What follows belongs to an exercise in optimizing a design on an open flow for small area, a short achievable clock period and few clock cycles per item; a production flow would make more cautious choices. Function was checked by simulation only, so behaviour that the tests miss may differ from the original. The flow treats the clock pin as an ideal source. Dropping or thinning the clock tree relies on that and would not hold on a real chip. Power and IR drop assume default switching activity.

==> v13 <==
==> flow/design.v <==
module mem_write_buffer #(
  parameter int DEPTH       = 4,
  parameter int ADDR_WIDTH  = 32,
  parameter int BLOCK_BITS  = 128,
  parameter int OFFSET_BITS = 4
) (
  input  logic                    clk,
  input  logic                    rst,
  input  logic                    mem_req,
  input  logic                    mem_rw,
  input  logic [ADDR_WIDTH-1:0]   mem_addr,
  input  logic [BLOCK_BITS-1:0]   mem_wdata,
  output logic                    mem_ready,
  output logic                    mem_resp,
  output logic [BLOCK_BITS-1:0]   mem_rdata,
  output logic                    mm_req,
  output logic                    mm_rw,
  output logic [ADDR_WIDTH-1:0]   mm_addr,
  output logic [BLOCK_BITS-1:0]   mm_wdata,
  input  logic                    mm_ready,
  input  logic                    mm_resp,
  input  logic [BLOCK_BITS-1:0]   mm_rdata,
  output logic [$clog2(DEPTH):0]  wb_count
);
  localparam int TW = ADDR_WIDTH - OFFSET_BITS;
  logic [TW-1:0]         tag;      
  logic [BLOCK_BITS-1:0] data;     
  logic                  pend;     
  logic                  rd1;      
  logic                  rd2;      
  logic                  rfl;      
  logic                  wfl;      
  logic                  dfree;    
  logic                  den;      
  logic                  wbc;
  logic accept, acc_rd, take, fill, cap_rd;
  logic pend_n, rd0_n, rd1_n, rd2_n, rfl_n, wfl_n, mm_rw_n;
  assign accept = mem_req && mem_ready;
  assign acc_rd = accept && !mem_rw;
  assign take   = mm_req && mm_ready;
  assign fill   = rfl && mm_resp;
  assign cap_rd = mem_req && !mem_rw && !pend && !accept;
  assign mm_addr   = {tag, {OFFSET_BITS{1'b0}}};
  assign mm_wdata  = data;
  assign mem_rdata = data;
  assign wb_count  = {{$clog2(DEPTH){1'b0}}, wbc};
  always_comb begin
    pend_n  = accept || (pend && !take);
    rd1_n   = (!rd1 && !rd2 && acc_rd) || (rd1 && (acc_rd == fill)) || (rd2 && fill);
    rd2_n   = (rd1 && acc_rd && !fill) || (rd2 && !fill);
    rd0_n   = !rd1_n && !rd2_n;
    rfl_n   = (take && !mm_rw) || (rfl && !mm_resp);
    wfl_n   = (take && mm_rw) || (wfl && !mm_resp);
    mm_rw_n = pend ? mm_rw : mem_rw;
  end
  always_ff @(posedge clk) begin
    if (!pend) begin
      tag   <= mem_addr[ADDR_WIDTH-1:OFFSET_BITS];
      mm_rw <= mem_rw;
    end
    data <= (mem_wdata & {BLOCK_BITS{dfree}}) | (mm_rdata & {BLOCK_BITS{rfl}}) |
            (data & {BLOCK_BITS{!den}});
  end
  always_ff @(posedge clk or negedge rst) begin
    if (!rst) begin
      pend      <= 1'b0;
      rd1       <= 1'b0;
      rd2       <= 1'b0;
      rfl       <= 1'b0;
      wfl       <= 1'b0;
      dfree     <= 1'b0;
      den       <= 1'b0;
      wbc       <= 1'b0;
      mm_req    <= 1'b0;
      mem_ready <= 1'b0;
      mem_resp  <= 1'b0;
    end else begin
      pend      <= pend_n;
      rd1       <= rd1_n;
      rd2       <= rd2_n;
      rfl       <= rfl_n;
      wfl       <= wfl_n;
      dfree     <= !pend_n && rd0_n;
      den       <= (!pend_n && rd0_n) || rfl_n;
      wbc       <= pend_n && mm_rw_n;
      mm_req    <= pend_n && !rfl_n && !wfl_n;
      mem_ready <= !pend_n && (rd0_n || (rd1_n && cap_rd));
      mem_resp  <= (accept && mem_rw) || fill;
    end
  end
endmodule
==> flow/flow/run.sh <==
#!/bin/bash
# The standard layout, with:
# - the smallest buffer on every input and output port;
# - the pins one routing track apart, and the pins of each data bit
#   (mem_wdata, mm_rdata, mem_rdata, mm_wdata) and of each address bit
#   (mem_addr, mm_addr) placed next to each other;
# - port buffers kept at the smallest size by timing repair (flow/pre_cts.tcl,
#   released again by flow/final_pre.tcl before the final power connection);
# - a two-level clock tree (flow/clock_tree.tcl, run after the CTS step's own
#   tree and replacing it): the clock port drives four buffers, each driving
#   two buffers that each drive one group of nearby flip-flops.
set -euo pipefail
groups=""
for i in $(seq 0 127); do
  groups+=" -group_pins {mem_wdata[$i] mm_rdata[$i] mem_rdata[$i] mm_wdata[$i]}"
done
for i in $(seq 4 31); do
  groups+=" -group_pins {mem_addr[$i] mm_addr[$i]}"
done
bash standard.sh finish \
  "BUFFER_PORTS_ARGS=-buffer_cell sky130_fd_sc_hd__buf_1" \
  "PLACE_PINS_ARGS=-min_distance 1 -min_distance_in_tracks$groups" \
  "CTS_ARGS=-sink_clustering_enable -repair_clock_nets -apply_ndr none" \
  "PRE_CTS_TCL=$(pwd)/flow/pre_cts.tcl" \
  "POST_CTS_TCL=$(pwd)/flow/clock_tree.tcl" \
  "PRE_FINAL_REPORT_TCL=$(pwd)/flow/final_pre.tcl" \
  > flow_make.log 2>&1
==> flow/flow/clock_tree.tcl <==
# Clock tree of this design, built in place of the one clock_tree_synthesis
# made: the clock port drives four buf_16, each of which drives three
# buf_8, each of which drives the clock pins of one group of nearby
# flip-flops. Every flip-flop is two buffers from the clock port, so all clock
# pins see about the same delay.
set ct_block [ord::get_db_block]
set ct_db [ord::get_db]
set ct_port_net [[$ct_block findBTerm clk] getNet]
set ct_ntop 4
set ct_nleaf 12
set ct_top_master [$ct_db findMaster sky130_fd_sc_hd__buf_16]
set ct_leaf_master [$ct_db findMaster sky130_fd_sc_hd__buf_8]

# Walk the existing clock network from the port: flip-flop clock pins are the
# sinks; every other cell on it is a clock buffer or inverter to take out.
set ct_sinks {}
set ct_old_insts {}
set ct_old_nets {}
set ct_todo [list $ct_port_net]
while {[llength $ct_todo]} {
  set net [lindex $ct_todo 0]
  set ct_todo [lrange $ct_todo 1 end]
  foreach it [$net getITerms] {
    if {![$it isInputSignal] && [$it getIoType] ne "INPUT"} { continue }
    set inst [$it getInst]
    set mname [[$inst getMaster] getName]
    if {[[$it getMTerm] getName] eq "CLK"} {
      lappend ct_sinks $it
    } else {
      lappend ct_old_insts $inst
      foreach ot [$inst getITerms] {
        if {[$ot getIoType] eq "OUTPUT" && [$ot getNet] ne "NULL"} {
          lappend ct_old_nets [$ot getNet]
          lappend ct_todo [$ot getNet]
        }
      }
    }
  }
}
puts "clock_tree: [llength $ct_sinks] sinks, removing [llength $ct_old_insts] cells"

foreach it $ct_sinks { $it disconnect }
foreach inst $ct_old_insts { odb::dbInst_destroy $inst }
foreach net $ct_old_nets { odb::dbNet_destroy $net }

# Flip-flop positions (centre of each cell).
set ct_pts {}
foreach it $ct_sinks {
  set box [[$it getInst] getBBox]
  lappend ct_pts [list [expr {([$box xMin] + [$box xMax]) / 2.0}] [expr {([$box yMin] + [$box yMax]) / 2.0}]]
}
set die [$ct_block getDieArea]
set cx [expr {([$die xMin] + [$die xMax]) / 2.0}]
set cy [expr {([$die yMin] + [$die yMax]) / 2.0}]

# Split points (a list of {x y}) into n groups: contiguous arcs of equal size
# by angle around the die's centre, then a few k-means rounds. Returns the
# group of each point and the groups' centres.
proc ct_group {pts n cx cy} {
  set idx {}
  set i 0
  foreach p $pts {
    lappend idx [list $i [expr {atan2([lindex $p 1] - $cy, [lindex $p 0] - $cx)}]]
    incr i
  }
  set idx [lsort -real -index 1 $idx]
  set m [llength $pts]
  set assign [lrepeat $m 0]
  set r 0
  foreach e $idx {
    lset assign [lindex $e 0] [expr {$r * $n / $m}]
    incr r
  }
  for {set iter 0} {$iter <= 20} {incr iter} {
    set cents {}
    for {set k 0} {$k < $n} {incr k} {
      set sx 0.0; set sy 0.0; set c 0
      foreach p $pts a $assign {
        if {$a == $k} { set sx [expr {$sx + [lindex $p 0]}]; set sy [expr {$sy + [lindex $p 1]}]; incr c }
      }
      if {$c} { lappend cents [list [expr {$sx / $c}] [expr {$sy / $c}]] } else { lappend cents [list $cx $cy] }
    }
    if {$iter == 20} { break }
    set assign {}
    foreach p $pts {
      set best 0; set bd 1e30
      for {set k 0} {$k < $n} {incr k} {
        set c [lindex $cents $k]
        set d [expr {abs([lindex $p 0] - [lindex $c 0]) + abs([lindex $p 1] - [lindex $c 1])}]
        if {$d < $bd} { set bd $d; set best $k }
      }
      lappend assign $best
    }
  }
  return [list $assign $cents]
}

proc ct_buffer {block master name in_net out_net pos} {
  set inst [odb::dbInst_create $block $master $name]
  [$inst findITerm A] connect $in_net
  [$inst findITerm X] connect $out_net
  $inst setLocation [expr {int([lindex $pos 0])}] [expr {int([lindex $pos 1])}]
  $inst setPlacementStatus PLACED
  return $inst
}

# Leaf buffers, each driving one group of nearby flip-flops.
lassign [ct_group $ct_pts $ct_nleaf $cx $cy] leaf_of leaf_pos
set leaf_nets {}
for {set k 0} {$k < $ct_nleaf} {incr k} {
  set net [odb::dbNet_create $ct_block "clknet_leaf_$k"]
  $net setSigType CLOCK
  lappend leaf_nets $net
  set m 0
  foreach it $ct_sinks a $leaf_of {
    if {$a == $k} { $it connect $net; incr m }
  }
  puts "clock_tree: leaf $k: $m sinks"
}
# Top buffers, driven by the clock port, each driving a group of leaves.
lassign [ct_group $leaf_pos $ct_ntop $cx $cy] top_of top_pos
for {set t 0} {$t < $ct_ntop} {incr t} {
  set net [odb::dbNet_create $ct_block "clknet_top_$t"]
  $net setSigType CLOCK
  ct_buffer $ct_block $ct_top_master "clkbuf_top_$t" $ct_port_net $net [lindex $top_pos $t]
  for {set k 0} {$k < $ct_nleaf} {incr k} {
    if {[lindex $top_of $k] == $t} {
      ct_buffer $ct_block $ct_leaf_master "clkbuf_leaf_$k" $net [lindex $leaf_nets $k] [lindex $leaf_pos $k]
    }
  }
}
$ct_port_net setSigType CLOCK

# Legalize the new buffers, then repair timing on the new tree as the CTS step
# does on its own.
set_propagated_clock [all_clocks]
detailed_placement
estimate_parasitics -placement
repair_timing_helper
detailed_placement
check_placement -verbose
==> flow/flow/final_pre.tcl <==
# Before the final report's global_connect: release the port buffers that
# flow/pre_cts.tcl marked don't-touch, so that they are connected to the
# power nets like every other cell.
foreach inst [[ord::get_db_block] getInsts] {
  if {[$inst isDoNotTouch]} { $inst setDoNotTouch 0 }
}
==> flow/flow/pre_cts.tcl <==
# Keep the input and output port buffers as buffer_ports made them (the
# smallest buffer): timing repair after this point works on the design's own
# logic only.
foreach inst [[ord::get_db_block] getInsts] {
  if {[regexp {^(input|output)[0-9]+$} [$inst getName]]} { $inst setDoNotTouch 1 }
}
==> flow/standard.sh <==
#!/bin/bash
# synth_recipe.tcl (not shown) runs the flow's synth.tcl, then flattens the netlist and writes it again
# the make line also repeats each setting of config.mk as NAME=value (left out here)
make -C /OpenROAD-flow-scripts/flow DESIGN_CONFIG=/design/flow/config.mk WORK_HOME=/design/flow/orfs CLKGATE_MAP_FILE= SYNTH_SCRIPT=/design/flow/synth_recipe.tcl "${@:-finish}"
==> flow/config.mk <==
export PLATFORM = sky130hd
export DESIGN_NAME = mem_write_buffer
export DESIGN_NICKNAME = mem_write_buffer
export VERILOG_FILES = /design/flow/design.v
export SDC_FILE = /design/flow/constraint.sdc
export NUM_CORES = 4
export LEC_CHECK = 0
export ABC_AREA = 1
export CAP_MARGIN = 20
export CORE_AREA = 5 5 145 145
export DIE_AREA = 0 0 150 150
export SETUP_SLACK_MARGIN = 3.95
export SLEW_MARGIN = 20
==> flow/constraint.sdc <==
create_clock -name core_clock -period 6.0 [get_ports {clk}]
set_input_delay 1.2000 -clock core_clock [delete_from_list [all_inputs] [get_ports {clk}]]
set_output_delay 1.2000 -clock core_clock [all_outputs]
set_load 0.01 [all_outputs]
==> v35: changes against v13 <==
--- a/flow/design.v
+++ b/flow/design.v
@@ -60,4 +60,4 @@
     end
-    data <= (mem_wdata & {BLOCK_BITS{dfree}}) | (mm_rdata & {BLOCK_BITS{rfl}}) |
-            (data & {BLOCK_BITS{!den}});
+    if (den)
+      data <= (mem_wdata & {BLOCK_BITS{dfree}}) | (mm_rdata & {BLOCK_BITS{rfl}});
   end
--- a/flow/flow/clock_tree.tcl
+++ b/flow/flow/clock_tree.tcl
@@ -1,4 +1,4 @@
 # Clock tree of this design, built in place of the one clock_tree_synthesis
-# made: the clock port drives four buf_16, each of which drives three
-# buf_8, each of which drives the clock pins of one group of nearby
+# made: the clock port drives four buf_16, each of which drives two
+# buf_12, each of which drives the clock pins of one group of nearby
 # flip-flops. Every flip-flop is two buffers from the clock port, so all clock
@@ -9,5 +9,5 @@
 set ct_ntop 4
-set ct_nleaf 12
+set ct_nleaf 8
 set ct_top_master [$ct_db findMaster sky130_fd_sc_hd__buf_16]
-set ct_leaf_master [$ct_db findMaster sky130_fd_sc_hd__buf_8]
+set ct_leaf_master [$ct_db findMaster sky130_fd_sc_hd__buf_12]
 
==> results.txt <==
v13 went through all stages and came out clean. v35 completed without violations. In v35 the core utilization is higher than in v13, by 0.75 points. Hold slack: v13 is lower than v35 (0.061 ns). Between v35 and v13, the lower combinational power is in v35 (gap about 33%, measured against v13). Against v35, the clock power of v13 is higher by 3.6%. Of v35 and v13, v35 has the higher first-iteration DRC count (gap 1.4%, measured against v13).
Testbench counts of v13, summed over its fixed seeds: cycles 251,719, items 48,000.
Testbench counts of v35, summed over its fixed seeds: cycles 251,719, items 48,000.
In every run of this note, the design's own scripts or RTL, not TritonCTS, make the clock network.

-- port drivers added, routing unchanged --
Ports are ideal in the flow. The routed layouts listed here were re-timed in OpenROAD.
Step 1 assumes that a clkbuf_16 drives the clock port and a buf_2 every other input.
Step 2 times the ports against the registers' clock, not the clock port: input delays grow and output delays shrink by t, the midpoint of the rising clock arrivals with the driver on.
a / b / c = ideal ports / drivers / drivers and shift; a / b = the first two.
run | shift t [ns] | setup WS [ns] | worst setup path at the end | worst register clock-pin slew, ns | cell pins on the clock port's net
v13 | 0.332 | 4.020 / 3.913 / 3.973 | input to register | 0.09 / 0.09 | 4
v35 | 0.337 | 3.951 / 3.841 / 3.963 | input to register | 0.09 / 0.09 | 4
After both steps every run listed still meets setup and hold. For v13, which loses most, drivers alone change the setup slack by -0.107 ns; drivers and shift together by -0.047 ns.
